This design comes from an exercise in tuning for small area on the open sky130 flow, not from production work. Only simulation tests tie the RTL to the original design; equivalence was not proved. Power is estimated from default activity; no workload was simulated. The clock port is modelled as an ideal driver; clocking choices that lean on that would not hold on a real chip.

File: design/flow/config.mk
export PLATFORM = sky130hd
export DESIGN_NAME = regfile_2r1w
export DESIGN_NICKNAME = regfile_2r1w
export VERILOG_FILES = /design/flow/design.v
export SDC_FILE = /design/flow/constraint.sdc
export NUM_CORES = 4
export LEC_CHECK = 0
export CAP_MARGIN = 20
export CORE_MARGIN = 2
export CORE_UTILIZATION = 60
export CTS_CLUSTER_DIAMETER = 90
export CTS_CLUSTER_SIZE = 30
export SETUP_SLACK_MARGIN = 0.1
export SLEW_MARGIN = 20
export SYNTH_HIERARCHICAL = 1
export SYNTH_MINIMUM_KEEP_SIZE = 0
File: design/flow/constraint.sdc
create_clock -name core_clock -period 5.0 [get_ports {C}]
set_input_delay 1.0000 -clock core_clock [delete_from_list [all_inputs] [get_ports {C}]]
set_output_delay 1.0000 -clock core_clock [all_outputs]
set_load 0.01 [all_outputs]
File: design/flow/design.v
package regfile_pkg;
    localparam int XLEN_DEFAULT = 32;
    localparam int NREG_DEFAULT = 32;
    localparam int AW_DEFAULT   = 5;
    typedef enum logic {
        RF_CLEAR = 1'b0,
        RF_READY = 1'b1
    } rf_state_t;
    typedef logic [AW_DEFAULT-1:0] reg_idx_t;
endpackage
module regfile_aoi222 (
    input  logic a0, b0, a1, b1, a2, b2,
    output logic y
);
    assign y = ~((a0 & b0) | (a1 & b1) | (a2 & b2));
endmodule
module regfile_nand2 (
    input  logic a, b,
    output logic y
);
    assign y = ~(a & b);
endmodule
module regfile_nand3 (
    input  logic a, b, c,
    output logic y
);
    assign y = ~(a & b & c);
endmodule
module regfile_nand4 (
    input  logic a, b, c, d,
    output logic y
);
    assign y = ~(a & b & c & d);
endmodule
module regfile_or3 (
    input  logic a, b, c,
    output logic y
);
    assign y = a | b | c;
endmodule
module regfile_rd_bit (
    input  logic [31:1] sel,
    input  logic [31:1] d,
    output logic        y
);
    logic [10:0] g;    
    logic [2:0]  h;    
    for (genvar k = 0; k < 10; k++) begin : g_aoi
        regfile_aoi222 u_aoi (
            .a0 (sel[3*k+1]), .b0 (d[3*k+1]),
            .a1 (sel[3*k+2]), .b1 (d[3*k+2]),
            .a2 (sel[3*k+3]), .b2 (d[3*k+3]),
            .y  (g[k])
        );
    end
    regfile_nand2 u_n31 (.a(sel[31]), .b(d[31]), .y(g[10]));
    regfile_nand4 u_h0 (.a(g[0]), .b(g[1]), .c(g[2]), .d(g[3]), .y(h[0]));
    regfile_nand4 u_h1 (.a(g[4]), .b(g[5]), .c(g[6]), .d(g[7]), .y(h[1]));
    regfile_nand3 u_h2 (.a(g[8]), .b(g[9]), .c(g[10]), .y(h[2]));
    regfile_or3   u_y  (.a(h[0]), .b(h[1]), .c(h[2]), .y(y));
endmodule
module regfile_rd_port
#(
    parameter int XLEN = regfile_pkg::XLEN_DEFAULT,
    parameter int NREG = regfile_pkg::NREG_DEFAULT
) (
    input  logic [3:0]                 lo_n,
    input  logic [NREG/4-1:0]          hi_n,
    input  logic [NREG-1:1][XLEN-1:0]  regs,
    output logic [XLEN-1:0]            rdata
);
    logic [NREG-1:1] sel;
    always_comb begin
        for (int i = 1; i < NREG; i++) begin
            sel[i] = !lo_n[i % 4] && !hi_n[i / 4];
        end
    end
    for (genvar b = 0; b < XLEN; b++) begin : g_bit
        logic [NREG-1:1] col;
        for (genvar i = 1; i < NREG; i++) begin : g_col
            assign col[i] = regs[i][b];
        end
        regfile_rd_bit u_bit (.sel(sel), .d(col), .y(rdata[b]));
    end
endmodule
module regfile_2r1w
#(
    parameter int XLEN = regfile_pkg::XLEN_DEFAULT,
    parameter int NREG = regfile_pkg::NREG_DEFAULT,
    parameter int AW   = regfile_pkg::AW_DEFAULT
) (
    input  logic            C,
    input  logic            R,
    input  logic            we,
    input  logic [AW-1:0]   waddr,
    input  logic [XLEN-1:0] wdata,
    input  logic [AW-1:0]   raddr1,
    input  logic [AW-1:0]   raddr2,
    output logic [XLEN-1:0] rdata1,
    output logic [XLEN-1:0] rdata2,
    output logic            busy
);
    logic [NREG-1:1][XLEN-1:0] regs_q;
    logic            clr_q;       
    logic [AW-1:0]   pa_q;        
    logic [XLEN-1:0] pd_q;        
    logic [3:0]        lo1_n_q, lo2_n_q;
    logic [NREG/4-1:0] hi1_n_q, hi2_n_q;
    assign busy = R || clr_q;
    always_ff @(posedge C) begin
        if (R) begin
            clr_q <= 1'b1;
            pa_q  <= AW'(1);
        end else if (clr_q) begin
            clr_q <= (pa_q != AW'(NREG - 1));
            pa_q  <= pa_q + AW'(1);
        end else begin
            pa_q  <= we ? waddr : '0;
        end
    end
    always_ff @(posedge C) begin
        pd_q <= busy ? '0 : wdata;
        for (int j = 0; j < 4; j++) begin
            lo1_n_q[j] <= busy || (raddr1[1:0] != 2'(j));
            lo2_n_q[j] <= busy || (raddr2[1:0] != 2'(j));
        end
        for (int k = 0; k < NREG / 4; k++) begin
            hi1_n_q[k] <= busy || (raddr1[AW-1:2] != (AW-2)'(k));
            hi2_n_q[k] <= busy || (raddr2[AW-1:2] != (AW-2)'(k));
        end
    end
    always_ff @(posedge C) begin
        for (int i = 1; i < NREG; i++) begin
            if (pa_q == AW'(i)) begin
                regs_q[i] <= pd_q;
            end
        end
    end
    regfile_rd_port #(
        .XLEN (XLEN),
        .NREG (NREG)
    ) u_rd_port1 (
        .lo_n  (lo1_n_q),
        .hi_n  (hi1_n_q),
        .regs  (regs_q),
        .rdata (rdata1)
    );
    regfile_rd_port #(
        .XLEN (XLEN),
        .NREG (NREG)
    ) u_rd_port2 (
        .lo_n  (lo2_n_q),
        .hi_n  (hi2_n_q),
        .regs  (regs_q),
        .rdata (rdata2)
    );
endmodule
File: design/flow/run.sh
#!/bin/bash
# synth_recipe.tcl (not shown) runs the flow's synth.tcl, then flattens the netlist and writes it again
# the make line also repeats each setting of config.mk as NAME=value (left out here)
make -C /OpenROAD-flow-scripts/flow DESIGN_CONFIG=/design/flow/config.mk WORK_HOME=/design/flow/orfs CLKGATE_MAP_FILE= SYNTH_SCRIPT=/design/flow/synth_recipe.tcl finish
==> results.cfg, run 1 <==
[cts]
cts_root_buf = clkbuf_16
cts_tree = done
clk_pin_slew_ns = 0.11
cts_hold_buf = 0
ctsLongestPathBuffers = 3
htreeDepth = 2
post_cts_buffers = 0
clk_latency_ns = 0.62
cts_buffers = 41
clock_sinks = 1054
post_cts_resized = 0

[layout]
fill_cells = 4470
seqCellArea_sq_um = 31100
multi_input_area_sq_um = 9800
nNetsFinal = 2516
design_area_sq_um = 45000
layout-drive-gt1-share_pct = 10.1
synthToLayoutAreaGrowth_pct = 11.6

[timing]
whs_ns = 0.655
period_minus_slack_ns = 4.90
hold_violations = 0
slew_viol_final = 0
slew_headroom_pct = 14.7
finalClockSkew_ns = 0.0348
timing.setup.tns_ns = 0
setup_slack_ns = 0.103
fmax_mhz = 204
setup_viol = 0
grt_setup_unrepaired = no
finalCritPeriodShare_pct = 97.9
worst_pin_slew_ns = 1.28

[logic_synthesis]
ys_warn_count = 8
yosysUniqueCellTypes = 30
syn_area_sq_um = 40300
yosysTopAreaCellShare_pct = 73.9
yosys-top-cells-count = edfxtp_1, a222oi_1, nand4_1
postSynthCellCount = 2229
synth_seq_cells = 1054
yosys.area.top_type = edfxtp_1
synthArstFlopShare_pct = 0
yosysSeqAreaShare_pct = 77.0
synth_area_per_cell_sq_um = 18.1
yosysMostFrequentCell = edfxtp_1
synth.area.top_cells = edfxtp_1, a222oi_1, dfxtp_1
synth_flop_cell = edfxtp_1
synth_edf_count = 992
synth_nets = 2285

[floorplan]
io_pins = 115
std_cell_rows = 95
core_area_sq_um = 66800
start_util_pct = 60.4
die_h_um = 263
fp.dieArea_sq_um = 69300
die_w_um = 263

[global_routing]
grt_max_degree = 45
grt-busiest-layer = met2
antenna_found_initial = 10
grt_pass1_wl_mm = 199
met3_usage_pct = 10.5
grt_overflow_total = 0
grt_pass1_vias = 27700
grt.met2_usage_pct = 61.5
gr-usage-met1_pct = 53.8
track_usage_pct = 40.7

[placed_design]
dp_hpwl_mm = 85.6
gp_congestion = 0.982
dpl-instance-area_sq_um = 43700
post-place-ws_ns = 0.873
numPortBuffers = 114

[route]
dr.pass1.iters = 13
drc = 0
viasPerCell = 8.64
dr.first_iter.drc_count = 8626
routed_wl_mm = 144
ant_nets = 0
wl_per_cell_um = 42.8
num_vias = 29100

[worst_setup_path]
worstPathRequired_ns = 4.00
cp_top_family = simple AND/OR/NAND/NOR gates
slowest_delay_ns = 0.75
critPathLaunchType = flop
critPathArrivalTime_ns = 3.90
critPathKind = flop to output pin
r2r-end = regs_q[951]
critPathSlowestCell = dfxtp_1
worstReg2RegStart = pa_q[3]
cp-end-kind = output pin
rrSetupSlack_ns = 2.30
path_max_fanout = 21
reg2reg_depth = 3
cp_cell_sequence = nor2_4, buf_4, a222oi_1, nand4_1, or3_1, clkdlybuf4s50_1
path_buf_inv = 2

[hold_path]
worstHoldPathCells = 2
hp-start = pa_q[0]
hold_class = flop to flop
min_to = pa_q[0]

[pwr]
p_leak_nw = 13.5
clock_power_share_pct = 29.5
pwr-share-seq_pct = 69.0
pwr_density_cell_nw_per_um2 = 313
switching_share_pct = 19.7
p_sw_mw = 2.78
peakVddDrop_mv = 0.310
total_power_mw = 14.1
cellInternalPower_mw = 11.3
comb_power_share_pct = 1.5

[run]
maxCapViolCount = 0

[run_status]
outcome = complete, no violations
[state kept, by name, indices dropped and copies added (netlist names)]
signal   flops
lo1_n_q      4
lo2_n_q      4
regs_q     992
pd_q        32
hi1_n_q      8
clr_q        1
pa_q         5
hi2_n_q      8
[cell type report]
class	count	area share (%)
flip-flops and latches	1054	69.1
multi-input cells	1156	21.8
repair buffers	202	4.09
clock buffers	68	2.51
well taps	873	2.43
clock inverters	3	0.0640
inverters	5	0.0417
diodes	5	0.0278
[stage by stage]
| step | util (%) | std cells |
|---|---|---|
| 3_5_place_dp | 65.4 | 3288 |
| 6_report | 67.3 | 3366 |
| 2_1_floorplan | - | 2229 |
| 3_3_place_gp | 65.4 | 3288 |
| 5_1_grt | 67.3 | 3362 |
| 4_1_cts | 67.2 | 3359 |
[layer usage]
| metal | vias to the layer above | share of wire (%) | routed length [um] |
|---|---|---|---|
| li1 | 11200 | - | - |
| met1 | 14300 | 33 | 47200 |
| met2 | 3066 | 44 | 63500 |
| met3 | 525 | 16 | 23000 |
| met4 | 12 | 7.1 | 10300 |
| met5 | - | 0.059 | 85 |
[cells in the final DEF (no fill, tap or decap), types with 3 or more instances in the layout]
cell type	instances
clkbuf_16	41
nand3_1	75
nand2_1	81
nand4_1	130
edfxtp_1	992
nor2b_1	6
clkdlybuf4s50_1	114
or3_1	66
and2_1	32
nand3b_1	3
diode_2	5
nor2_4	81
nand2b_1	6
dfxtp_1	38
buf_4	86
ha_1	4
inv_1	4
clkbuf_1	27
nor2_1	8
a222oi_1	640
a21oi_1	3
dfxtp_2	24
nor2_2	9
[Yosys stat by module, one instance, submodules excluded, excerpt]
module	cell area [sq um]	times used	flops+latches	cells
regfile_nand3	5.00	64	0	1
regfile_or3	6.26	64	0	1
regfile_nand4	6.26	128	0	1
regfile_2r1w	31900	1	1054	1201
regfile_aoi222	10.0	640	0	1
regfile_nand2	3.75	64	0	1
[worst max path at each step]
stage	start	to	slack (ns)	cells past startpoint
floorplan	pa_q[0]	regs_q[480]	1.67	4
global placement	lo2_n_q[1]	rdata2[30]	0.87	6
detailed placement	lo2_n_q[1]	rdata2[30]	0.87	6
CTS	lo2_n_q[1]	rdata2[30]	0.19	6
global route	lo1_n_q[0]	rdata1[2]	0.14	6
finish	lo1_n_q[0]	rdata1[2]	0.10	6
[kinds of logic after synthesis]
logic type / count (synthesis) / synth area share (%)
adder cells (fa/ha/maj): 6 / 0.186
buffers and inverters: 19 / 0.332
AO/OA/AOI/OAI: 647 / 16.0
XOR/XNOR: 2 / 0.0435
flip-flops: 1054 / 77.0
AND/OR/NAND/NOR: 501 / 6.47
[power groups by stage]
stage / sequential [mW] / clock, mW / combinational [mW]
floorplan: 9.88 / 0 / 0.0785
global placement: 9.89 / 0 / 0.200
detailed placement: 9.90 / 0 / 0.203
CTS: 9.70 / 4.14 / 0.203
global route: 9.71 / 4.43 / 0.215
finish: 9.70 / 4.15 / 0.204
[worst register-to-register path: stages, from the launching register on]
cell and delay, ns:
dfxtp_1 0.56, nand2_1 0.38, nor2_4 0.83, buf_4 0.57
==> run 2: changes to the inputs <==
==> design/flow/flow/run.sh (new file) <==
#!/bin/bash
# The standard layout (the standard.sh, all ORFS steps), with one change:
# the port buffers that global placement inserts on every input and output
# are the smallest buffer, sky130_fd_sc_hd__buf_1, instead of the cell
# buffer_ports picks by default (clkdlybuf4s50_1).
set -euo pipefail
bash standard.sh "BUFFER_PORTS_ARGS=-buffer_cell sky130_fd_sc_hd__buf_1" finish > standard_flow.log 2>&1
==> design/flow/standard.sh (new file) <==
#!/bin/bash
# synth_recipe.tcl (not shown) runs the flow's synth.tcl, then flattens the netlist and writes it again
# the make line also repeats each setting of config.mk as NAME=value (left out here)
make -C /OpenROAD-flow-scripts/flow DESIGN_CONFIG=/design/flow/config.mk WORK_HOME=/design/flow/orfs CLKGATE_MAP_FILE= SYNTH_SCRIPT=/design/flow/synth_recipe.tcl "${@:-finish}"
removed: design/flow/run.sh
==> results.cfg, run 2 <==
[timing]
worst_pin_slew_ns = 1.22
period_minus_slack_ns = 4.62
timing.setup.tns_ns = 0
slew_viol_final = 0
grt_setup_unrepaired = no
hold_violations = 0
slew_headroom_pct = 18.5
finalClockSkew_ns = 0.0268
finalCritPeriodShare_pct = 92.3
setup_slack_ns = 0.384
fmax_mhz = 217
setup_viol = 0

[placed_design]
numPortBuffers = 114
dp_hpwl_mm = 85.0
gp_congestion = 0.919
post-place-ws_ns = 1.16

[logic_synthesis]
synth_flop_cell = edfxtp_1
yosysUniqueCellTypes = 30
syn_area_sq_um = 40300
yosysMostFrequentCell = edfxtp_1
yosys-top-cells-count = edfxtp_1, a222oi_1, nand4_1
synth_area_per_cell_sq_um = 18.1
synth_edf_count = 992
yosysTopAreaCellShare_pct = 73.9
yosysSeqAreaShare_pct = 77.0
synth.area.top_cells = edfxtp_1, a222oi_1, dfxtp_1
synthArstFlopShare_pct = 0
synth_nets = 2285
postSynthCellCount = 2229
synth_seq_cells = 1054
yosys.area.top_type = edfxtp_1
ys_warn_count = 8

[cts]
cts_hold_buf = 0
clk_latency_ns = 0.64
clk_pin_slew_ns = 0.12
cts_tree = done
post_cts_resized = 0
htreeDepth = 2
ctsLongestPathBuffers = 3
clock_sinks = 1054
cts_root_buf = clkbuf_16
cts_buffers = 41
post_cts_buffers = 0

[route]
drc = 0
dr.pass1.iters = 11
viasPerCell = 8.59
dr.first_iter.drc_count = 8231
wl_per_cell_um = 42.8
routed_wl_mm = 144
num_vias = 29000
ant_nets = 0

[worst_setup_path]
critPathLaunchType = flop
worstPathRequired_ns = 4.00
critPathArrivalTime_ns = 3.62
path_max_fanout = 19
critPathKind = flop to output pin
cp-end-kind = output pin

[layout]
largest_reg_flops = 992
layout-drive-gt1-share_pct = 10.4
largest_register = regs_q
nNetsFinal = 2521
synthToLayoutAreaGrowth_pct = 10.5
final_cell_mix = edfxtp_1, a222oi_1, nand4_1
final_common_cell = edfxtp_1
reg_top3 = regs_q (992), pd_q (32)

[global_routing]
antenna_found_initial = 9
grt_pass1_vias = 27400
grt_max_degree = 45
grt_pass1_wl_mm = 200
grt_overflow_total = 0
track_usage_pct = 40.8

[run_status]
outcome = complete, no violations

[pwr]
pwr-share-seq_pct = 68.6
pwr_density_cell_nw_per_um2 = 317
p_leak_nw = 13.3
switching_share_pct = 19.8
clock_power_share_pct = 30.0
cellInternalPower_mw = 11.3
peakVddDrop_mv = 0.417
comb_power_share_pct = 1.3
p_sw_mw = 2.80

[floorplan]
fp.dieArea_sq_um = 69300
die_w_um = 263
io_pins = 115
std_cell_rows = 95
start_util_pct = 60.4
die_h_um = 263
core_area_sq_um = 66800

[hold_path]
hold_class = input pin to flop

[run]
maxCapViolCount = 0
==> run 2: cell counts after synthesis <==
No cell type changed its count.
==> run 2: final cells by class <==
class,count,area (sq um)
Sequential cell,1054,31100
Timing Repair Buffer,207,1300
Tap cell,873,1090
Multi-Input combinational cell,1156,9830
Inverter,5,18.8
Clock buffer,71,1180
Fill cell,4634,22300
Antenna cell,4,10.0
Clock inverter,5,45.0
==> run 2: final timing paths <==
kind	startpoint	to	slack, ns	cells after the start
max	lo2_n_q[3]	rdata2[4]	0.38	6
max reg2reg	pa_q[2]	regs_q[162]	2.44	3
min reg2reg	pa_q[0]	pa_q[0]	0.65	2
min	wdata[26]	pd_q[26]	0.54	2
==> run 2: logic make-up after synthesis <==
logic type | synth area share [%]
AO/OA/AOI/OAI | 16.0
XOR/XNOR | 0.0435
adder cells (fa/ha/maj) | 0.186
buffers and inverters | 0.332
flip-flops | 77.0
AND/OR/NAND/NOR | 6.47
==> run 2: per-layer routing <==
metal  GRT usage (%)  up-vias  share of wire, %
met4            23.1       12               7.2
met5           0.208        -             0.064
li1                -    11200                 -
met3            8.90      508                15
met2            63.2     2958                45
met1            54.3    14300                32
==> run 2: metrics by stage <==
step,hold slack (ns),util [%],total power [mW],area (sq um),instances
5_1_grt,0.550,66.7,14.5,44500,3372
4_1_cts,0.524,66.5,14.1,44400,3369
2_1_floorplan,0.552,-,9.96,40300,2229
3_5_place_dp,0.626,64.7,10.1,43200,3293
3_3_place_gp,0.609,64.4,10.1,43000,3285
6_report,0.539,66.7,14.1,44500,3375
==> run 2: worst max-delay path, cell delays in order (launching register included) <==
cell      delay [ns]
dfxtp_1         0.86
nor2_4          0.30
buf_4           0.32
a222oi_1        0.32
nand4_1         0.49
or3_1           0.53
buf_1           0.15
==> run 2: power by group through the flow <==
stage / clock (mW) / combinational, mW / sequential [mW]
floorplan: 0 / 0.0785 / 9.88
global placement: 0 / 0.181 / 9.89
detailed placement: 0 / 0.184 / 9.90
CTS: 4.26 / 0.184 / 9.70
global route: 4.55 / 0.192 / 9.71
finish: 4.25 / 0.186 / 9.70
==> run 2: per-module statistics from Yosys, one instance, submodules excluded, excerpt <==
module | times used | cells inside | cell area (sq um) | flip-flops and latches
regfile_nand2 | 64 | 1 | 3.75 | 0
regfile_aoi222 | 640 | 1 | 10.0 | 0
regfile_nand3 | 64 | 1 | 5.00 | 0
regfile_or3 | 64 | 1 | 6.26 | 0
regfile_nand4 | 128 | 1 | 6.26 | 0
regfile_2r1w | 1 | 1201 | 31900 | 1054
==> run 3: changes to the inputs <==
--- a/design/flow/design.v
+++ b/design/flow/design.v
@@ -62,17 +62,17 @@
 module regfile_rd_port
 #(
     parameter int XLEN = regfile_pkg::XLEN_DEFAULT,
-    parameter int NREG = regfile_pkg::NREG_DEFAULT
+    parameter int NREG = regfile_pkg::NREG_DEFAULT,
+    parameter int AW   = regfile_pkg::AW_DEFAULT
 ) (
-    input  logic [3:0]                 lo_n,
-    input  logic [NREG/4-1:0]          hi_n,
+    input  logic [AW-1:0]              raddr_q,
     input  logic [NREG-1:1][XLEN-1:0]  regs,
     output logic [XLEN-1:0]            rdata
 );
     logic [NREG-1:1] sel;
     always_comb begin
         for (int i = 1; i < NREG; i++) begin
-            sel[i] = !lo_n[i % 4] && !hi_n[i / 4];
+            sel[i] = (raddr_q == AW'(i));
         end
     end
     for (genvar b = 0; b < XLEN; b++) begin : g_bit
@@ -104,8 +104,8 @@
     logic            clr_q;       
     logic [AW-1:0]   pa_q;        
     logic [XLEN-1:0] pd_q;        
-    logic [3:0]        lo1_n_q, lo2_n_q;
-    logic [NREG/4-1:0] hi1_n_q, hi2_n_q;
+    logic [AW-1:0]   ra1_q;
+    logic [AW-1:0]   ra2_q;
     assign busy = R || clr_q;
     always_ff @(posedge C) begin
         if (R) begin
@@ -119,15 +119,9 @@
         end
     end
     always_ff @(posedge C) begin
-        pd_q <= busy ? '0 : wdata;
-        for (int j = 0; j < 4; j++) begin
-            lo1_n_q[j] <= busy || (raddr1[1:0] != 2'(j));
-            lo2_n_q[j] <= busy || (raddr2[1:0] != 2'(j));
-        end
-        for (int k = 0; k < NREG / 4; k++) begin
-            hi1_n_q[k] <= busy || (raddr1[AW-1:2] != (AW-2)'(k));
-            hi2_n_q[k] <= busy || (raddr2[AW-1:2] != (AW-2)'(k));
-        end
+        pd_q  <= busy ? '0 : wdata;
+        ra1_q <= busy ? '0 : raddr1;
+        ra2_q <= busy ? '0 : raddr2;
     end
     always_ff @(posedge C) begin
         for (int i = 1; i < NREG; i++) begin
@@ -138,20 +132,20 @@
     end
     regfile_rd_port #(
         .XLEN (XLEN),
-        .NREG (NREG)
+        .NREG (NREG),
+        .AW   (AW)
     ) u_rd_port1 (
-        .lo_n  (lo1_n_q),
-        .hi_n  (hi1_n_q),
-        .regs  (regs_q),
-        .rdata (rdata1)
+        .raddr_q (ra1_q),
+        .regs    (regs_q),
+        .rdata   (rdata1)
     );
     regfile_rd_port #(
         .XLEN (XLEN),
-        .NREG (NREG)
+        .NREG (NREG),
+        .AW   (AW)
     ) u_rd_port2 (
-        .lo_n  (lo2_n_q),
-        .hi_n  (hi2_n_q),
-        .regs  (regs_q),
-        .rdata (rdata2)
+        .raddr_q (ra2_q),
+        .regs    (regs_q),
+        .rdata   (rdata2)
     );
 endmodule
==> results.cfg, run 3 <==
[logic_synthesis]
synth_seq_cells = 1040
syn_area_sq_um = 40200
synthArstFlopShare_pct = 0
yosysMostFrequentCell = edfxtp_1
synth_nets = 2272
yosysTopAreaCellShare_pct = 74.1
postSynthCellCount = 2216
yosys.area.top_type = edfxtp_1
synth_edf_count = 992
yosys-top-cells-count = edfxtp_1, a222oi_1, nand4_1
ys_warn_count = 8
yosysSeqAreaShare_pct = 76.5
synth_area_per_cell_sq_um = 18.1
yosysUniqueCellTypes = 33
synth.area.top_cells = edfxtp_1, a222oi_1, dfxtp_1
synth_flop_cell = edfxtp_1

[worst_setup_path]
critPathLaunchType = flop
reg2reg_depth = 5
path_max_fanout = 32
rrSetupSlack_ns = 2.45
cp-end-kind = output pin
worstReg2RegStart = pa_q[0]
critPathArrivalTime_ns = 3.79
r2r-end = regs_q[41]
worstPathRequired_ns = 4.00
critPathKind = flop to output pin

[pwr]
cellInternalPower_mw = 11.2
comb_power_share_pct = 1.2
clock_power_share_pct = 30.1
pwr_density_cell_nw_per_um2 = 315
p_leak_nw = 13.3
pwr-share-seq_pct = 68.7
total_power_mw = 13.9
p_sw_mw = 2.76
switching_share_pct = 19.8
peakVddDrop_mv = 0.381

[cts]
cts_root_buf = clkbuf_16
ctsLongestPathBuffers = 3
cts_buffers = 41
clk_pin_slew_ns = 0.11
clock_sinks = 1040
cts_hold_buf = 0
htreeDepth = 2
post_cts_buffers = 0
clk_latency_ns = 0.63
post_cts_resized = 0
cts_tree = done

[placed_design]
numPortBuffers = 114
gp_congestion = 1.04
dp_hpwl_mm = 80.2

[layout]
largest_register = regs_q
final_cell_mix = edfxtp_1, a222oi_1, nand4_1
largest_reg_flops = 992
synthToLayoutAreaGrowth_pct = 9.99
nNetsFinal = 2501
fill_cells = 4541
seqCellArea_sq_um = 30800
layout-drive-gt1-share_pct = 12.2
reg_top3 = regs_q (992), pd_q (32)
final_common_cell = edfxtp_1
multi_input_area_sq_um = 9950

[hold_path]
worstHoldPathCells = 2
hp-start = wdata[31]
hold_class = input pin to flop
min_to = pd_q[31]

[timing]
hold_violations = 0
slew_viol_final = 0
whs_ns = 0.570
finalCritPeriodShare_pct = 95.8
timing.setup.tns_ns = 0
fmax_mhz = 209
worst_pin_slew_ns = 1.26
period_minus_slack_ns = 4.79
slew_headroom_pct = 15.8
setup_viol = 0
finalClockSkew_ns = 0.0176
grt_setup_unrepaired = no

[global_routing]
track_usage_pct = 38.3
antenna_found_initial = 2
grt_pass1_wl_mm = 189
grt_max_degree = 43
grt_pass1_vias = 27100
grt_overflow_total = 0

[route]
routed_wl_mm = 137
dr.first_iter.drc_count = 7918
ant_nets = 0
drc = 0
num_vias = 28600
dr.pass1.iters = 11
viasPerCell = 8.55
wl_per_cell_um = 41.0

[floorplan]
die_w_um = 263
core_area_sq_um = 66100
fp.dieArea_sq_um = 69100
io_pins = 115
std_cell_rows = 94
start_util_pct = 60.8
die_h_um = 263

[run]
maxCapViolCount = 0

[run_status]
outcome = complete, no violations
## run 3: area by class of cell
cell class | instances | area share [%]
clock inverters | 8 | 0.181
well taps | 864 | 2.44
inverters | 5 | 0.0424
diodes | 3 | 0.0170
clock buffers | 63 | 2.51
multi-input cells | 1157 | 22.5
flip-flops and latches | 1040 | 69.6
repair buffers | 200 | 2.72
## run 3: cells by family (layout without fill, tap and decap cells)
kind of cell | Yosys count | in the layout | share of synthesized area [%]
adders and majority gates | 6 | 6 | 0.187
xor gates and xnor gates | 1 | 1 | 0.0218
AOI/OAI and AO/OA | 649 | 649 | 16.1
buffers and inverters | 19 | 276 | 0.311
DFF | 1040 | 1040 | 76.5
and+or+nand+nor | 501 | 501 | 6.93
other | 0 | 3 | 0
## run 3: power groups by stage
stage	sequential (mW)	combinational, mW	clock, mW
floorplan	9.75	0.0697	0
global placement	9.76	0.161	0
detailed placement	9.77	0.162	0
CTS	9.57	0.164	4.20
global route	9.58	0.170	4.49
finish	9.57	0.165	4.19
## run 3: worst max-delay path, cell delays in order, from the launching register on
cell	delay, ns
dfxtp_1	0.47
nand3b_1	0.43
nor2_4	1.07
a222oi_1	0.31
nand4_1	0.39
or3_1	0.30
buf_1	0.18
## run 3: through the flow
stage	cell area, sq um	setup slack, ns	utilization, %	cells
3_3_place_gp	42800	1.13	64.8	3259
6_report	44200	0.209	66.9	3340
3_5_place_dp	42900	1.05	65.0	3264
5_1_grt	44200	0.167	66.9	3337
4_1_cts	44100	0.379	66.8	3335
2_1_floorplan	40200	1.64	-	2216
## run 3: worst max-delay path by stage
| stage | cells past startpoint | endpoint | startpoint | slack (ns) |
|---|---|---|---|---|
| final | 6 | rdata2[4] | ra2_q[0] | 0.21 |
| after global routing | 6 | rdata1[29] | ra1_q[3] | 0.17 |
| after CTS | 6 | rdata2[14] | ra2_q[0] | 0.38 |
| after detailed placement | 6 | rdata2[14] | ra2_q[0] | 1.05 |
| after global placement | 7 | rdata2[23] | ra2_q[3] | 1.13 |
| after floorplan | 5 | rdata1[0] | ra1_q[1] | 1.64 |
## run 3: Yosys stat by module (local to each module, per instance), excerpt
module | flops+latches | area [sq um]
regfile_2r1w | 1040 | 31600
regfile_nand4 | 0 | 6.26
regfile_or3 | 0 | 6.26
regfile_nand3 | 0 | 5.00
regfile_aoi222 | 0 | 10.0
regfile_nand2 | 0 | 3.75
## run 3: routing by layer
metal / part of all wire, % / routed length (um) / track usage [%] / up-vias
li1: - / - / - / 11100
met1: 33 / 45700 / 51.9 / 14100
met2: 45 / 61200 / 58.3 / 2899
met3: 15 / 20200 / 7.25 / 464
met4: 7.0 / 9640 / 23.2 / 4
met5: 0.011 / 15 / 0 / -
==> run 4: changes to the inputs <==
--- a/design/flow/design.v
+++ b/design/flow/design.v
@@ -38,6 +38,12 @@
 );
     assign y = a | b | c;
 endmodule
+module regfile_and2 (
+    input  logic a, b,
+    output logic y
+);
+    assign y = a & b;
+endmodule
 module regfile_rd_bit (
     input  logic [31:1] sel,
     input  logic [31:1] d,
@@ -62,18 +68,16 @@
 module regfile_rd_port
 #(
     parameter int XLEN = regfile_pkg::XLEN_DEFAULT,
-    parameter int NREG = regfile_pkg::NREG_DEFAULT,
-    parameter int AW   = regfile_pkg::AW_DEFAULT
+    parameter int NREG = regfile_pkg::NREG_DEFAULT
 ) (
-    input  logic [AW-1:0]              raddr_q,
+    input  logic [3:0]                 lo,
+    input  logic [NREG/4-1:0]          hi,
     input  logic [NREG-1:1][XLEN-1:0]  regs,
     output logic [XLEN-1:0]            rdata
 );
     logic [NREG-1:1] sel;
-    always_comb begin
-        for (int i = 1; i < NREG; i++) begin
-            sel[i] = (raddr_q == AW'(i));
-        end
+    for (genvar i = 1; i < NREG; i++) begin : g_sel
+        regfile_and2 u_sel (.a(lo[i % 4]), .b(hi[i / 4]), .y(sel[i]));
     end
     for (genvar b = 0; b < XLEN; b++) begin : g_bit
         logic [NREG-1:1] col;
@@ -104,8 +108,11 @@
     logic            clr_q;       
     logic [AW-1:0]   pa_q;        
     logic [XLEN-1:0] pd_q;        
-    logic [AW-1:0]   ra1_q;
-    logic [AW-1:0]   ra2_q;
+    logic [3:0]        lo1_q, lo2_q;
+    logic [NREG/4-1:0] hi1_q, hi2_q;
+    logic [3:0]        wlo;
+    logic [NREG/4-1:0] whi;
+    logic [NREG-1:1]   wen;
     assign busy = R || clr_q;
     always_ff @(posedge C) begin
         if (R) begin
@@ -119,33 +126,50 @@
         end
     end
     always_ff @(posedge C) begin
-        pd_q  <= busy ? '0 : wdata;
-        ra1_q <= busy ? '0 : raddr1;
-        ra2_q <= busy ? '0 : raddr2;
+        pd_q <= busy ? '0 : wdata;
+        for (int j = 0; j < 4; j++) begin
+            lo1_q[j] <= !busy && (raddr1[1:0] == 2'(j));
+            lo2_q[j] <= !busy && (raddr2[1:0] == 2'(j));
+        end
+        for (int k = 0; k < NREG / 4; k++) begin
+            hi1_q[k] <= !busy && (raddr1[AW-1:2] == (AW-2)'(k));
+            hi2_q[k] <= !busy && (raddr2[AW-1:2] == (AW-2)'(k));
+        end
+    end
+    always_comb begin
+        for (int j = 0; j < 4; j++) begin
+            wlo[j] = (pa_q[1:0] == 2'(j));
+        end
+        for (int k = 0; k < NREG / 4; k++) begin
+            whi[k] = (pa_q[AW-1:2] == (AW-2)'(k));
+        end
+    end
+    for (genvar i = 1; i < NREG; i++) begin : g_wen
+        regfile_and2 u_wen (.a(wlo[i % 4]), .b(whi[i / 4]), .y(wen[i]));
     end
     always_ff @(posedge C) begin
         for (int i = 1; i < NREG; i++) begin
-            if (pa_q == AW'(i)) begin
+            if (wen[i]) begin
                 regs_q[i] <= pd_q;
             end
         end
     end
     regfile_rd_port #(
         .XLEN (XLEN),
-        .NREG (NREG),
-        .AW   (AW)
+        .NREG (NREG)
     ) u_rd_port1 (
-        .raddr_q (ra1_q),
-        .regs    (regs_q),
-        .rdata   (rdata1)
+        .lo    (lo1_q),
+        .hi    (hi1_q),
+        .regs  (regs_q),
+        .rdata (rdata1)
     );
     regfile_rd_port #(
         .XLEN (XLEN),
-        .NREG (NREG),
-        .AW   (AW)
+        .NREG (NREG)
     ) u_rd_port2 (
-        .raddr_q (ra2_q),
-        .regs    (regs_q),
-        .rdata   (rdata2)
+        .lo    (lo2_q),
+        .hi    (hi2_q),
+        .regs  (regs_q),
+        .rdata (rdata2)
     );
 endmodule
==> results.cfg, run 4 <==
[run_status]
outcome = complete, no violations

[worst_setup_path]
critPathSlowestCell = a222oi_1
path_buf_inv = 2
cp_cell_sequence = and2_1, buf_4, a222oi_1, nand4_1, or3_1, buf_1
slowest_delay_ns = 0.62
critPathArrivalTime_ns = 3.28
cp-startpoint = lo1_q[1]
worstPathRequired_ns = 4.00
worstReg2RegStart = pa_q[2]
path_max_fanout = 32
critPathLaunchType = flop
cp-end-kind = output pin
critPathKind = flop to output pin
rrSetupSlack_ns = 2.62
cp_top_family = simple AND/OR/NAND/NOR gates

[logic_synthesis]
yosysUniqueCellTypes = 32
synthArstFlopShare_pct = 0
synth_flop_cell = edfxtp_1
yosysSeqAreaShare_pct = 76.7
synth_nets = 2271
synth_area_per_cell_sq_um = 18.3
yosysTopAreaCellShare_pct = 73.6
synth.area.top_cells = edfxtp_1, a222oi_1, dfxtp_1
yosys.area.top_type = edfxtp_1
yosysMostFrequentCell = edfxtp_1
synth_edf_count = 992
synth_seq_cells = 1054
postSynthCellCount = 2216
yosys-top-cells-count = edfxtp_1, a222oi_1, nand4_1
ys_warn_count = 7
syn_area_sq_um = 40500

[layout]
reg_top3 = regs_q (992), pd_q (32)
nNetsFinal = 2486
synthToLayoutAreaGrowth_pct = 8.12
largest_register = regs_q
final_cell_mix = edfxtp_1, a222oi_1, nand4_1
largest_reg_flops = 992
utilization_pct = 65.4
multi_input_area_sq_um = 9420
final_cells = 3341
seqCellArea_sq_um = 31100
final_common_cell = edfxtp_1
fill_cells = 4665
layout-drive-gt1-share_pct = 7.22
design_area_sq_um = 43800

[global_routing]
antenna_found_initial = 4
gr-usage-met1_pct = 52.6
met3_usage_pct = 9.19
grt_overflow_total = 0
grt-busiest-layer = met2
grt_pass1_vias = 27600
grt.met2_usage_pct = 58.3
grt_pass1_wl_mm = 191
track_usage_pct = 38.5
grt_max_degree = 40

[timing]
slew_headroom_pct = 21.1
timing.setup.tns_ns = 0
slew_viol_final = 0
period_minus_slack_ns = 4.28
worst_pin_slew_ns = 1.18
fmax_mhz = 234
setup_viol = 0
grt_setup_unrepaired = no
hold_violations = 0
finalCritPeriodShare_pct = 85.6
finalClockSkew_ns = 0.0322

[cts]
cts_hold_buf = 0
clk_latency_ns = 0.64
clock_sinks = 1054
clk_pin_slew_ns = 0.12
htreeDepth = 2
cts_buffers = 41
cts_root_buf = clkbuf_16
post_cts_resized = 0
post_cts_buffers = 0
ctsLongestPathBuffers = 3
cts_tree = done

[route]
dr.pass1.iters = 14
wl_per_cell_um = 41.1
num_vias = 28500
dr.first_iter.drc_count = 8410
routed_wl_mm = 137
viasPerCell = 8.53
ant_nets = 0
drc = 0

[floorplan]
io_pins = 115
die_h_um = 264
start_util_pct = 60.5
die_w_um = 264
std_cell_rows = 95
core_area_sq_um = 66900
fp.dieArea_sq_um = 69500

[placed_design]
numPortBuffers = 114
dp.cells = 3260
dp_hpwl_mm = 75.1
dpl-instance-area_sq_um = 42500
gp_congestion = 0.979

[pwr]
peakVddDrop_mv = 0.392
pwr_density_cell_nw_per_um2 = 322
p_leak_nw = 13.4

[run]
maxCapViolCount = 0

[hold_path]
hold_class = input pin to flop
hp-start = wdata[22]
run 4: per-layer routing:
| layer | vias to the layer above | wire (um) |
|---|---|---|
| li1 | 11100 | - |
| met3 | 412 | 21600 |
| met4 | 0 | 8350 |
| met2 | 2865 | 61300 |
| met1 | 14100 | 46000 |
| met5 | - | 0 |
run 4: layout make-up:
class,count,area share (%)
clock buffers,70,2.69
multi-input cells,1150,21.5
repair buffers,180,2.16
clock inverters,6,0.100
diodes,4,0.0229
inverters,4,0.0343
flip-flops and latches,1054,71.0
well taps,873,2.50
run 4: path summary, 6_finish.rpt:
path,endpoint,cells after the start
max,rdata1[6],6
min,pd_q[22],2
max reg2reg,regs_q[361],3
min reg2reg,pa_q[0],2
run 4: metrics by stage:
stage | power (mW) | setup WS (ns) | hold WS (ns)
floorplan | 9.96 | 2.35 | 0.534
global placement | 10.0 | 1.56 | 0.591
detailed placement | 10.1 | 1.54 | 0.613
CTS | 14.1 | 0.853 | 0.524
global route | 14.5 | 0.764 | 0.536
finish | 14.1 | 0.721 | 0.541
run 4: where the power goes:
group / switching, mW / internal, mW / total [mW]
clock network: 2.58 / 1.66 / 4.23
logic: 0.132 / 0.0302 / 0.162
registers: 0.0623 / 9.64 / 9.71
run 4: cells by family after synthesis:
logic type	synth area share, %
xor gates and xnor gates	0.0433
AOI/OAI and AO/OA	16.0
adders and majority gates	0.155
buffers and inverters	0.192
and+or+nand+nor	6.98
DFF	76.7
run 4: per-module statistics from Yosys (local to each module, per instance), excerpt:
module,cells,copies in the design,flip-flops and latches
regfile_nand3,1,64,0
regfile_and2,1,93,0
regfile_nand4,1,128,0
regfile_2r1w,1163,1,1054
regfile_or3,1,64,0
regfile_aoi222,1,640,0
regfile_nand2,1,64,0
==> run 5: changes to the inputs <==
--- a/design/flow/design.v
+++ b/design/flow/design.v
@@ -68,14 +68,24 @@
 module regfile_rd_port
 #(
     parameter int XLEN = regfile_pkg::XLEN_DEFAULT,
-    parameter int NREG = regfile_pkg::NREG_DEFAULT
+    parameter int NREG = regfile_pkg::NREG_DEFAULT,
+    parameter int AW   = regfile_pkg::AW_DEFAULT
 ) (
-    input  logic [3:0]                 lo,
-    input  logic [NREG/4-1:0]          hi,
+    input  logic [AW-1:0]              raddr_q,
     input  logic [NREG-1:1][XLEN-1:0]  regs,
     output logic [XLEN-1:0]            rdata
 );
-    logic [NREG-1:1] sel;
+    logic [3:0]        lo;
+    logic [NREG/4-1:0] hi;
+    logic [NREG-1:1]   sel;
+    always_comb begin
+        for (int j = 0; j < 4; j++) begin
+            lo[j] = (raddr_q[1:0] == 2'(j));
+        end
+        for (int k = 0; k < NREG / 4; k++) begin
+            hi[k] = (raddr_q[AW-1:2] == (AW-2)'(k));
+        end
+    end
     for (genvar i = 1; i < NREG; i++) begin : g_sel
         regfile_and2 u_sel (.a(lo[i % 4]), .b(hi[i / 4]), .y(sel[i]));
     end
@@ -108,8 +118,8 @@
     logic            clr_q;       
     logic [AW-1:0]   pa_q;        
     logic [XLEN-1:0] pd_q;        
-    logic [3:0]        lo1_q, lo2_q;
-    logic [NREG/4-1:0] hi1_q, hi2_q;
+    logic [AW-1:0]   ra1_q;       
+    logic [AW-1:0]   ra2_q;
     logic [3:0]        wlo;
     logic [NREG/4-1:0] whi;
     logic [NREG-1:1]   wen;
@@ -126,15 +136,9 @@
         end
     end
     always_ff @(posedge C) begin
-        pd_q <= busy ? '0 : wdata;
-        for (int j = 0; j < 4; j++) begin
-            lo1_q[j] <= !busy && (raddr1[1:0] == 2'(j));
-            lo2_q[j] <= !busy && (raddr2[1:0] == 2'(j));
-        end
-        for (int k = 0; k < NREG / 4; k++) begin
-            hi1_q[k] <= !busy && (raddr1[AW-1:2] == (AW-2)'(k));
-            hi2_q[k] <= !busy && (raddr2[AW-1:2] == (AW-2)'(k));
-        end
+        pd_q  <= busy ? '0 : wdata;
+        ra1_q <= busy ? '0 : raddr1;
+        ra2_q <= busy ? '0 : raddr2;
     end
     always_comb begin
         for (int j = 0; j < 4; j++) begin
@@ -156,20 +160,20 @@
     end
     regfile_rd_port #(
         .XLEN (XLEN),
-        .NREG (NREG)
+        .NREG (NREG),
+        .AW   (AW)
     ) u_rd_port1 (
-        .lo    (lo1_q),
-        .hi    (hi1_q),
-        .regs  (regs_q),
-        .rdata (rdata1)
+        .raddr_q (ra1_q),
+        .regs    (regs_q),
+        .rdata   (rdata1)
     );
     regfile_rd_port #(
         .XLEN (XLEN),
-        .NREG (NREG)
+        .NREG (NREG),
+        .AW   (AW)
     ) u_rd_port2 (
-        .lo    (lo2_q),
-        .hi    (hi2_q),
-        .regs  (regs_q),
-        .rdata (rdata2)
+        .raddr_q (ra2_q),
+        .regs    (regs_q),
+        .rdata   (rdata2)
     );
 endmodule
==> design/flow/flow/run.sh (replaced) <==
#!/bin/bash
# The standard layout (the standard.sh, all ORFS steps), with three changes:
# - after the standard synthesis, the AND2/NAND2/NOR2 gates that drive nets of
#   fanout 20 or more (the select lines of the read ports and the write
#   enables) are swapped for the x4 cell of the same function (flow/upsize.tcl),
#   so that placement repair does not add a buffer behind each of them;
# - the port buffers that global placement inserts on every input and output
#   are the smallest buffer, sky130_fd_sc_hd__buf_1, instead of the cell
#   buffer_ports picks by default (clkdlybuf4s50_1);
# - clock tree synthesis adds no dummy loads (-dont_use_dummy_load); its other
#   arguments are ORFS's own, with config.mk's cluster size and diameter.
# Each step's output goes to its own log file in this folder.
set -euo pipefail
bash standard.sh synth > standard_synth.log 2>&1
UPSIZE_ODB=orfs/results/sky130hd/regfile_2r1w/base/1_synth.odb UPSIZE_MIN_FANOUT=20 \
  openroad -exit -no_init flow/upsize.tcl > upsize.log 2>&1
bash standard.sh \
  "BUFFER_PORTS_ARGS=-buffer_cell sky130_fd_sc_hd__buf_1" \
  "CTS_ARGS=-sink_clustering_enable -repair_clock_nets -sink_clustering_size 30 -sink_clustering_max_diameter 90 -dont_use_dummy_load" \
  finish > standard_flow.log 2>&1
==> design/flow/flow/upsize.tcl (new file) <==
# Upsize the single-strength AND2/NOR2/NAND2 gates that drive high-fanout nets
# (the register-file select and write-enable lines) to the x4 cell of the same
# function, so that placement repair does not add a buffer after each.
set odb $::env(UPSIZE_ODB)
read_db $odb
set block [ord::get_db_block]
set db [ord::get_db]
set n 0
foreach inst [$block getInsts] {
  set m [[$inst getMaster] getName]
  if {![regexp {^sky130_fd_sc_hd__(and2|nand2|nor2)_1$} $m -> fn]} continue
  foreach it [$inst getITerms] {
    if {![$it isOutputSignal]} continue
    set net [$it getNet]
    if {$net eq "NULL"} continue
    set fo [expr {[llength [$net getITerms]] - 1}]
    if {$fo >= $::env(UPSIZE_MIN_FANOUT)} {
      set new [$db findMaster "sky130_fd_sc_hd__${fn}_4"]
      $inst swapMaster $new
      incr n
    }
  }
}
puts "upsized $n drivers"
write_db $odb
==> results.cfg, run 5 <==
[layout]
utilization_pct = 64.2
layout-drive-gt1-share_pct = 6.89
nNetsFinal = 2409
largest_reg_flops = 992
largest_register = regs_q
final_common_cell = edfxtp_1
reg_top3 = regs_q (992), pd_q (32)
synthToLayoutAreaGrowth_pct = 6.27
final_cell_mix = edfxtp_1, a222oi_1, nand4_1

[route]
dr.first_iter.drc_count = 7282
dr.pass1.iters = 12
num_vias = 28400
viasPerCell = 8.79
routed_wl_mm = 142
drc = 0
ant_nets = 0
wl_per_cell_um = 44.0

[logic_synthesis]
synth.area.top_cells = edfxtp_1, a222oi_1, dfxtp_1
ys_warn_count = 8
postSynthCellCount = 2201
synthArstFlopShare_pct = 0
yosys.area.top_type = edfxtp_1
synth_seq_cells = 1040
yosysTopAreaCellShare_pct = 74.0
synth_nets = 2256
yosysMostFrequentCell = edfxtp_1
synth_flop_cell = edfxtp_1
yosysSeqAreaShare_pct = 76.4
ys_area_sq_um = 40300
synth_area_per_cell_sq_um = 18.4
yosysUniqueCellTypes = 28
synth_edf_count = 992
syn_area_sq_um = 40500
yosys-top-cells-count = edfxtp_1, a222oi_1, and2_1

[timing]
hold_violations = 0
setup_slack_ns = 0.560
finalClockSkew_ns = 0.0291
worst_pin_slew_ns = 1.15
timing.setup.tns_ns = 0
period_minus_slack_ns = 4.44
finalCritPeriodShare_pct = 88.8
slew_viol_final = 0
setup_viol = 0
whs_ns = 0.558
fmax_mhz = 225
grt_setup_unrepaired = no
slew_headroom_pct = 23.2

[cts]
cts_tree = done
clock_sinks = 1040
cts_hold_buf = 0
cts_root_buf = clkbuf_16
post_cts_resized = 0
htreeDepth = 2
clk_latency_ns = 0.62
clk_pin_slew_ns = 0.11
ctsLongestPathBuffers = 3
post_cts_buffers = 0
cts_buffers = 41

[pwr]
p_leak_nw = 13.0
peakVddDrop_mv = 0.394
pwr_density_cell_nw_per_um2 = 318

[global_routing]
grt_pass1_vias = 27200
grt_overflow_total = 0
track_usage_pct = 40.0
grt_max_degree = 43
antenna_found_initial = 9
grt_pass1_wl_mm = 197

[worst_setup_path]
critPathLaunchType = flop
critPathArrivalTime_ns = 3.44
path_max_fanout = 32
critPathKind = flop to output pin
cp-end-kind = output pin
worstPathRequired_ns = 4.00

[placed_design]
dp_hpwl_mm = 76.0
post-place-ws_ns = 1.44
gp_congestion = 0.899
numPortBuffers = 114

[floorplan]
fp.dieArea_sq_um = 69600
start_util_pct = 60.4
die_w_um = 264
die_h_um = 264
io_pins = 115
core_area_sq_um = 67000
std_cell_rows = 95

[hold_path]
hold_class = input pin to flop

[run_status]
outcome = complete, no violations

[run]
maxCapViolCount = 0
[run 5: changes by cell type after synthesis, sizes merged, moves of 2 or more]
cell,previous run,this run
dfxtp,62,48
and2,125,137
nor2,14,6
nor3,11,3
and3b,2,8
nand2,72,66
nor3b,4,9
nand2b,4,0
nor2b,1,5
clkbuf,2,0
nor4,2,0
[run 5: kinds of logic after synthesis]
group           synth area share, %
flops                          76.4
buf+inv                       0.202
xor+xnor                     0.0435
compound gates                 16.0
fa+ha+maj                     0.155
simple gates                   7.17
[run 5: per-stage QoR]
stage	power [mW]	std cells	instance area [sq um]
4_1_cts	13.7	3225	43000
5_1_grt	14.0	3225	43000
3_3_place_gp	9.93	3184	42000
2_1_floorplan	9.85	2201	40500
3_5_place_dp	9.94	3184	42000
6_report	13.7	3231	43000
[run 5: Yosys stat by module (local to each module, per instance), excerpt]
module / flip-flops and latches / cells / cell area (sq um)
regfile_nand3: 0 / 1 / 5.00
regfile_nand2: 0 / 1 / 3.75
regfile_and2: 0 / 1 / 6.26
regfile_aoi222: 0 / 1 / 10.0
regfile_2r1w: 1040 / 1124 / 31300
regfile_or3: 0 / 1 / 6.26
regfile_nand4: 0 / 1 / 6.26
[run 5: worst paths after layout]
check	startpoint	end	slack, ns	cells after the start
worst min-delay path	wdata[26]	pd_q[26]	0.56	2
worst min register to register	clr_q	pa_q[2]	0.63	2
worst max-delay path	ra2_q[3]	rdata2[9]	0.56	6
worst max register to register	pa_q[4]	regs_q[546]	2.85	2
[run 5: critical path: stages, from the launching register on]
cell,delay (ns)
dfxtp_1,0.44
and3b_2,0.27
and2_4,0.35
a222oi_1,0.48
nand4_1,0.54
or3_1,0.58
buf_1,0.15
[run 5: layout make-up]
cell class | count | area, sq um
Fill cell | 4719 | 24000
Timing Repair Buffer | 117 | 450
Inverter | 4 | 15.0
Antenna cell | 6 | 15.0
Tap cell | 873 | 1090
Multi-Input combinational cell | 1150 | 9660
Clock buffer | 41 | 1030
Sequential cell | 1040 | 30800
[run 5: power breakdown]
part           internal, mW  total (mW)  leakage, nW  switching (mW)
registers              9.53        9.59         9.10          0.0610
logic                0.0294       0.157         3.41           0.128
clock network          1.49        3.94        0.505            2.45
[run 5: metal layers]
layer / wire, um / part of all wire [%] / GRT usage, %
met5: 41 / 0.029 / 0
met4: 10600 / 7.4 / 25.6
met3: 21100 / 15 / 8.40
met2: 64400 / 45 / 61.9
met1: 46200 / 32 / 52.3
==> run 6: changes to the inputs <==
--- a/design/flow/flow/run.sh
+++ b/design/flow/flow/run.sh
@@ -16,5 +16,5 @@
   openroad -exit -no_init flow/upsize.tcl > upsize.log 2>&1
 bash standard.sh \
   "BUFFER_PORTS_ARGS=-buffer_cell sky130_fd_sc_hd__buf_1" \
-  "CTS_ARGS=-sink_clustering_enable -repair_clock_nets -sink_clustering_size 30 -sink_clustering_max_diameter 90 -dont_use_dummy_load" \
+  "CTS_ARGS=-sink_clustering_enable -repair_clock_nets -sink_clustering_size 32 -sink_clustering_max_diameter 90 -dont_use_dummy_load" \
   finish > standard_flow.log 2>&1
--- a/design/flow/config.mk
+++ b/design/flow/config.mk
@@ -7,9 +7,9 @@
 export LEC_CHECK = 0
 export CAP_MARGIN = 20
 export CORE_MARGIN = 2
-export CORE_UTILIZATION = 60
+export CORE_UTILIZATION = 75
 export CTS_CLUSTER_DIAMETER = 90
-export CTS_CLUSTER_SIZE = 30
+export CTS_CLUSTER_SIZE = 32
 export SETUP_SLACK_MARGIN = 0.1
 export SLEW_MARGIN = 20
 export SYNTH_HIERARCHICAL = 1
==> results.cfg, run 6 <==
[run_status]
outcome = complete, no violations

[pwr]
p_leak_nw = 13.0
pwr_density_cell_nw_per_um2 = 318
peakVddDrop_mv = 0.285
total_power_mw = 13.6

[cts]
cts_hold_buf = 0
post_cts_resized = 0
clock_sinks = 1040
clk_pin_slew_ns = 0.12
htreeDepth = 2
cts_tree = done
cts_buffers = 39
clk_latency_ns = 0.64
post_cts_buffers = 0
ctsLongestPathBuffers = 3
cts_root_buf = clkbuf_16

[timing]
grt_setup_unrepaired = no
period_minus_slack_ns = 4.33
setup_viol = 0
worst_pin_slew_ns = 1.18
finalCritPeriodShare_pct = 86.6
slew_headroom_pct = 21.4
timing.setup.tns_ns = 0
setup_slack_ns = 0.672
fmax_mhz = 231
finalClockSkew_ns = 0.0334
slew_viol_final = 0
hold_violations = 0

[route]
num_vias = 29300
dr_wl_met2_mm = 58.3
ant_nets = 0
dr.pass1.iters = 15
met3_length_mm = 26.0
dr.first_iter.drc_count = 9016
drc = 0
wl_met1_mm = 38.3
highest_layer = met4
viasPerCell = 9.59
wl_per_cell_um = 44.4
routed_wl_mm = 136

[logic_synthesis]
yosysTopAreaCellShare_pct = 74.0
synth_seq_cells = 1040
synth_flop_cell = edfxtp_1
syn_area_sq_um = 40500
yosysUniqueCellTypes = 28
ys_area_sq_um = 40300
yosys.area.top_type = edfxtp_1
synth_edf_count = 992
postSynthCellCount = 2201
yosys-top-cells-count = edfxtp_1, a222oi_1, and2_1
ys_warn_count = 8
synth_area_per_cell_sq_um = 18.4
synthArstFlopShare_pct = 0
yosysMostFrequentCell = edfxtp_1
synth_nets = 2256
yosysSeqAreaShare_pct = 76.4
synth.area.top_cells = edfxtp_1, a222oi_1, dfxtp_1

[floorplan]
die_w_um = 236
std_cell_rows = 85
start_util_pct = 75.5
core_area_sq_um = 53600
die_h_um = 236
fp.dieArea_sq_um = 55900
io_pins = 115

[worst_setup_path]
critPathKind = flop to output pin
rrSetupSlack_ns = 2.88
cp-end-kind = output pin
r2r-end = regs_q[97]
path_max_fanout = 32
critPathArrivalTime_ns = 3.33
reg2reg_depth = 2
worstPathRequired_ns = 4.00
worstReg2RegStart = pa_q[2]
critPathLaunchType = flop

[layout]
reg_top3 = regs_q (992), pd_q (32)
largest_reg_flops = 992
synthToLayoutAreaGrowth_pct = 5.59
final_common_cell = edfxtp_1
largest_register = regs_q
final_cell_mix = edfxtp_1, a222oi_1, nand4_1
layout-drive-gt1-share_pct = 6.73
nNetsFinal = 2406

[run]
maxCapViolCount = 0

[global_routing]
grt_pass1_vias = 28200
antenna_found_initial = 5
track_usage_pct = 48.0
grt_max_degree = 43
grt_pass1_wl_mm = 190
grt_overflow_total = 0

[placed_design]
numPortBuffers = 114
gp_congestion = 1.02
post-place-ws_ns = 1.54
dp_hpwl_mm = 72.2

[hold_path]
hold_class = input pin to flop
hp-start = wdata[27]
worstHoldPathCells = 2
min_to = pd_q[27]
## run 6: changes by cell type in the layout (fill, tap and decap cells not counted), sizes merged
cell,delta
buf,-1
clkbuf,-2
diode,+1
## run 6: how the worst max path moves through the flow
stage	start	to	slack, ns	depth (start not counted)
6_report	ra1_q[3]	rdata1[0]	0.67	6
5_1_grt	ra2_q[2]	rdata2[26]	0.61	6
4_1_cts	ra1_q[3]	rdata1[27]	0.86	6
3_5_place_dp	ra1_q[3]	rdata1[27]	1.54	6
3_3_place_gp	ra1_q[3]	rdata1[27]	1.54	6
2_1_floorplan	ra1_q[3]	rdata1[0]	2.31	5
## run 6: kinds of logic (layout without fill, tap and decap cells)
kind of cell,Yosys count,in the layout,share of synthesized area [%]
fa+ha+maj,5,5,0.155
simple gates,496,496,7.17
other cells,0,7,0
compound gates,647,647,16.0
xor+xnor,2,2,0.0435
buf+inv,11,159,0.202
flops,1040,1040,76.4
## run 6: stage by stage
stage / hold slack (ns) / instances / cell area [sq um] / utilization, %
5_1_grt: 0.560 / 3045 / 42700 / 79.7
6_report: 0.556 / 3052 / 42800 / 79.8
2_1_floorplan: 0.537 / 2201 / 40500 / -
3_5_place_dp: 0.610 / 3005 / 41700 / 77.8
4_1_cts: 0.546 / 3044 / 42700 / 79.7
3_3_place_gp: 0.581 / 3005 / 41700 / 77.8
## run 6: area by class of cell
class | instances | area (sq um)
Sequential cell | 1040 | 30800
Fill cell | 2811 | 10900
Multi-Input combinational cell | 1150 | 9660
Clock buffer | 39 | 976
Tap cell | 696 | 871
Timing Repair Buffer | 116 | 447
Antenna cell | 7 | 17.5
Inverter | 4 | 15.0
## run 6: metal layers
layer,GRT usage (%),vias up
met2,70.3,3767
met4,32.9,0
met3,17.9,909
met1,60.2,13700
li1,-,10900
met5,0,-
## run 6: where the power goes
group | internal, mW | switching, mW | total, mW
clock network | 1.42 | 2.42 | 3.84
registers | 9.53 | 0.0666 | 9.60
logic | 0.0291 | 0.122 | 0.151
## run 6: worst max-delay path: stages, from the launching register on
cell      delay [ns]
dfxtp_1         0.45
and3b_2         0.27
and2_4          0.32
a222oi_1        0.59
nand4_1         0.43
or3_1           0.50
buf_1           0.14
## run 6: modules after synthesis, one instance, submodules excluded, a selection
module | times used | cells | flip-flops and latches
regfile_2r1w | 1 | 1124 | 1040
regfile_nand4 | 128 | 1 | 0
regfile_or3 | 64 | 1 | 0
regfile_nand3 | 64 | 1 | 0
regfile_and2 | 93 | 1 | 0
regfile_nand2 | 64 | 1 | 0
==> run 7: changes to the inputs <==
--- a/design/flow/design.v
+++ b/design/flow/design.v
@@ -71,19 +71,23 @@
     parameter int NREG = regfile_pkg::NREG_DEFAULT,
     parameter int AW   = regfile_pkg::AW_DEFAULT
 ) (
-    input  logic [AW-1:0]              raddr_q,
+    input  logic                       clk,
+    input  logic                       busy,
+    input  logic [AW-1:0]              raddr,
     input  logic [NREG-1:1][XLEN-1:0]  regs,
     output logic [XLEN-1:0]            rdata
 );
     logic [3:0]        lo;
     logic [NREG/4-1:0] hi;
     logic [NREG-1:1]   sel;
+    logic [XLEN-1:0]   rdata_d;
+    logic [XLEN-1:0]   rdata_q;
     always_comb begin
         for (int j = 0; j < 4; j++) begin
-            lo[j] = (raddr_q[1:0] == 2'(j));
+            lo[j] = !busy && (raddr[1:0] == 2'(j));
         end
         for (int k = 0; k < NREG / 4; k++) begin
-            hi[k] = (raddr_q[AW-1:2] == (AW-2)'(k));
+            hi[k] = (raddr[AW-1:2] == (AW-2)'(k));
         end
     end
     for (genvar i = 1; i < NREG; i++) begin : g_sel
@@ -94,8 +98,12 @@
         for (genvar i = 1; i < NREG; i++) begin : g_col
             assign col[i] = regs[i][b];
         end
-        regfile_rd_bit u_bit (.sel(sel), .d(col), .y(rdata[b]));
+        regfile_rd_bit u_bit (.sel(sel), .d(col), .y(rdata_d[b]));
     end
+    always_ff @(posedge clk) begin
+        rdata_q <= rdata_d;
+    end
+    assign rdata = rdata_q;
 endmodule
 module regfile_2r1w
 #(
@@ -116,10 +124,10 @@
 );
     logic [NREG-1:1][XLEN-1:0] regs_q;
     logic            clr_q;       
-    logic [AW-1:0]   pa_q;        
-    logic [XLEN-1:0] pd_q;        
-    logic [AW-1:0]   ra1_q;       
-    logic [AW-1:0]   ra2_q;
+    logic [AW-1:0]   idx_q;       
+    logic [AW-1:0]   wa;
+    logic [XLEN-1:0] wd;
+    logic            wv;
     logic [3:0]        wlo;
     logic [NREG/4-1:0] whi;
     logic [NREG-1:1]   wen;
@@ -127,25 +135,21 @@
     always_ff @(posedge C) begin
         if (R) begin
             clr_q <= 1'b1;
-            pa_q  <= AW'(1);
+            idx_q <= AW'(1);
         end else if (clr_q) begin
-            clr_q <= (pa_q != AW'(NREG - 1));
-            pa_q  <= pa_q + AW'(1);
-        end else begin
-            pa_q  <= we ? waddr : '0;
+            clr_q <= (idx_q != AW'(NREG - 1));
+            idx_q <= idx_q + AW'(1);
         end
     end
-    always_ff @(posedge C) begin
-        pd_q  <= busy ? '0 : wdata;
-        ra1_q <= busy ? '0 : raddr1;
-        ra2_q <= busy ? '0 : raddr2;
-    end
+    assign wv = !R && (clr_q || we);
+    assign wa = clr_q ? idx_q : waddr;
+    assign wd = clr_q ? '0 : wdata;
     always_comb begin
         for (int j = 0; j < 4; j++) begin
-            wlo[j] = (pa_q[1:0] == 2'(j));
+            wlo[j] = wv && (wa[1:0] == 2'(j));
         end
         for (int k = 0; k < NREG / 4; k++) begin
-            whi[k] = (pa_q[AW-1:2] == (AW-2)'(k));
+            whi[k] = (wa[AW-1:2] == (AW-2)'(k));
         end
     end
     for (genvar i = 1; i < NREG; i++) begin : g_wen
@@ -154,7 +158,7 @@
     always_ff @(posedge C) begin
         for (int i = 1; i < NREG; i++) begin
             if (wen[i]) begin
-                regs_q[i] <= pd_q;
+                regs_q[i] <= wd;
             end
         end
     end
@@ -163,17 +167,21 @@
         .NREG (NREG),
         .AW   (AW)
     ) u_rd_port1 (
-        .raddr_q (ra1_q),
-        .regs    (regs_q),
-        .rdata   (rdata1)
+        .clk   (C),
+        .busy  (busy),
+        .raddr (raddr1),
+        .regs  (regs_q),
+        .rdata (rdata1)
     );
     regfile_rd_port #(
         .XLEN (XLEN),
         .NREG (NREG),
         .AW   (AW)
     ) u_rd_port2 (
-        .raddr_q (ra2_q),
-        .regs    (regs_q),
-        .rdata   (rdata2)
+        .clk   (C),
+        .busy  (busy),
+        .raddr (raddr2),
+        .regs  (regs_q),
+        .rdata (rdata2)
     );
 endmodule
--- a/design/flow/flow/run.sh
+++ b/design/flow/flow/run.sh
@@ -16,5 +16,5 @@
   openroad -exit -no_init flow/upsize.tcl > upsize.log 2>&1
 bash standard.sh \
   "BUFFER_PORTS_ARGS=-buffer_cell sky130_fd_sc_hd__buf_1" \
-  "CTS_ARGS=-sink_clustering_enable -repair_clock_nets -sink_clustering_size 32 -sink_clustering_max_diameter 90 -dont_use_dummy_load" \
+  "CTS_ARGS=-sink_clustering_enable -repair_clock_nets -sink_clustering_size 30 -sink_clustering_max_diameter 90 -dont_use_dummy_load" \
   finish > standard_flow.log 2>&1
--- a/design/flow/config.mk
+++ b/design/flow/config.mk
@@ -7,9 +7,9 @@
 export LEC_CHECK = 0
 export CAP_MARGIN = 20
 export CORE_MARGIN = 2
-export CORE_UTILIZATION = 75
+export CORE_UTILIZATION = 60
 export CTS_CLUSTER_DIAMETER = 90
-export CTS_CLUSTER_SIZE = 32
+export CTS_CLUSTER_SIZE = 30
 export SETUP_SLACK_MARGIN = 0.1
 export SLEW_MARGIN = 20
 export SYNTH_HIERARCHICAL = 1
==> results.cfg, run 7 <==
[run_status]
outcome = complete, no violations

[route]
dr.first_iter.drc_count = 8201
ant_nets = 0
viasPerCell = 8.78
wl_per_cell_um = 43.5
routed_wl_mm = 142
dr.pass1.iters = 12
drc = 0
num_vias = 28700

[timing]
setup_viol = 0
worst_pin_slew_ns = 1.13
grt_setup_unrepaired = no
period_minus_slack_ns = 3.68
finalClockSkew_ns = 0.0663
hold_violations = 0
timing.setup.tns_ns = 0
slew_headroom_pct = 24.7
slew_viol_final = 0
finalCritPeriodShare_pct = 73.6
fmax_mhz = 272

[cts]
cts_buffers = 42
post_cts_resized = 0
clock_sinks = 1062
ctsLongestPathBuffers = 3
post_cts_buffers = 0
cts_tree = done
cts_root_buf = clkbuf_16
htreeDepth = 2
cts_hold_buf = 0
clk_pin_slew_ns = 0.12
clk_latency_ns = 0.64

[global_routing]
grt.met2_usage_pct = 59.7
track_usage_pct = 39.5
met3_usage_pct = 8.64
grt_overflow_total = 0
grt_max_degree = 56
grt_pass1_vias = 26800
gr-usage-met1_pct = 53.7
grt_pass1_wl_mm = 196
antenna_found_initial = 4
grt-busiest-layer = met2

[hold_path]
hold_class = flop to flop

[pwr]
peakVddDrop_mv = 0.411
pwr_density_cell_nw_per_um2 = 315
p_leak_nw = 13.7

[layout]
reg_top3 = regs_q (992), u_rd_port1.rdata_q (32), u_rd_port2.rdata_q (32)
synthToLayoutAreaGrowth_pct = 6.99
multi_input_area_sq_um = 9870
nNetsFinal = 2449
layout-drive-gt1-share_pct = 8.52
fill_cells = 4617
largest_register = regs_q
largest_reg_flops = 992
seqCellArea_sq_um = 31200
final_common_cell = edfxtp_1
final_cells = 3270
utilization_pct = 65.0
final_cell_mix = edfxtp_1, a222oi_1, nand4_1
design_area_sq_um = 43800

[logic_synthesis]
ys_warn_count = 8
synth.area.top_cells = edfxtp_1, a222oi_1, dfxtp_1
yosys-top-cells-count = edfxtp_1, a222oi_1, nand4_1
synth_nets = 2277
synthMuxAreaShare_pct = 0.181
synth_flop_cell = edfxtp_1
synthArstFlopShare_pct = 0
synth_xor_area_share_pct = 0.0215
ys_area_sq_um = 40700
yosysTopAreaCellShare_pct = 73.2
yosys.area.top_type = edfxtp_1
synth_compound_area_share_pct = 16.0
yosysMostFrequentCell = edfxtp_1
yosysSeqAreaShare_pct = 76.6
synth_area_per_cell_sq_um = 18.4
synthAdderAreaFrac_pct = 0.0615
synth_seq_cells = 1062
synth_top_family_by_area = compound AO/OA/AOI/OAI gates
synth_edf_count = 992
syn_area_sq_um = 40900
yosysUniqueCellTypes = 33
postSynthCellCount = 2225
yosys.area_share.simple_pct = 7.05

[placed_design]
dp.cells = 3226
dpl-instance-area_sq_um = 42700
dp_hpwl_mm = 78.1
numPortBuffers = 114
gp_congestion = 0.915

[worst_setup_path]
worstPathRequired_ns = 5.58
path_max_fanout = 32
critPathArrivalTime_ns = 4.26
critPathKind = input pin to flop
critPathLaunchType = input pin
cp-end-kind = flop

[floorplan]
die_h_um = 265
io_pins = 115
std_cell_rows = 95
die_w_um = 265
core_area_sq_um = 67400
fp.dieArea_sq_um = 70300
start_util_pct = 60.7

[run]
maxCapViolCount = 0
==> run 7: cell count changes after synthesis, moves of 4 or more <==
cell | previous run | this run
buf_6 | 5 | 1
mux2i_1 | 0 | 4
dfxtp_1 | 48 | 70
and2_1 | 137 | 93
a21oi_1 | 2 | 9
nand3b_1 | 1 | 5
nor2b_1 | 5 | 33
==> run 7: per-stage QoR <==
stage / setup slack, ns / power, mW / hold WS [ns]
CTS: 1.53 / 13.8 / 0.541
floorplan: 2.07 / 9.90 / 0.506
detailed placement: 0.881 / 9.98 / 0.548
global route: 1.33 / 14.1 / 0.576
global placement: 1.02 / 9.97 / 0.540
finish: 1.32 / 13.8 / 0.537
==> run 7: layout make-up <==
type	instances	area share (%)
Inverter	1	0.00857
Clock buffer	42	2.40
Timing Repair Buffer	135	1.34
Antenna cell	2	0.0114
Multi-Input combinational cell	1155	22.5
Sequential cell	1062	71.2
Tap cell	873	2.49
==> run 7: cell families after synthesis <==
family                     count (synthesis)
adders and majority gates                  2
xor gates and xnor gates                   1
DFF                                     1062
buffers and inverters                      8
muxes                                      7
AOI/OAI and AO/OA                        655
and+or+nand+nor                          490
==> run 7: path summary, 6_finish.rpt <==
kind                                   from                     end  slack [ns]  cells after the start
worst max-delay path                      R  u_rd_port1.rdata_q[20]        1.32                      7
worst max register to register        clr_q  u_rd_port1.rdata_q[20]        1.71                      6
worst min register to register  regs_q[900]   u_rd_port1.rdata_q[4]        0.54                      3
worst min-delay path            regs_q[900]   u_rd_port1.rdata_q[4]        0.54                      3
==> run 7: power breakdown <==
| part | internal (mW) | switching, mW | total [mW] | leakage, nW |
|---|---|---|---|---|
| registers | 9.62 | 0.0301 | 9.65 | 9.77 |
| logic | 0.0371 | 0.0891 | 0.126 | 3.42 |
| clock network | 1.52 | 2.50 | 4.03 | 0.518 |
| total | 11.2 | 2.62 | 13.8 | 13.7 |
==> run 7: critical path, cell delays in order <==
cell      delay [ns]
buf_1           0.23
or2_2           0.49
nor3b_1         0.91
and2_4          0.69
a222oi_1        0.26
nand4_1         0.45
or3_1           0.19
==> run 7: routing by layer <==
layer	vias up	part of all wire, %
met1	14100	33
met2	3013	44
li1	11100	-
met5	-	0.016
met3	495	15
met4	6	7.0
==> run 7: modules after synthesis, one instance, submodules excluded, a selection <==
module / flip-flops and latches / copies in the design
regfile_2r1w: 998 / 1
regfile_and2: 0 / 93
regfile_aoi222: 0 / 640
regfile_nand2: 0 / 64
regfile_nand3: 0 / 64
regfile_nand4: 0 / 128
regfile_or3: 0 / 64

Re-timed with assumed drivers on the ports (clkbuf_16 on the clock, buf_2 on other inputs), run 7 has 1.364 ns of setup slack against 1.319 ns with ideal ports, and 0.691 ns once port delays also move by the mid clock arrival of 0.673 ns.
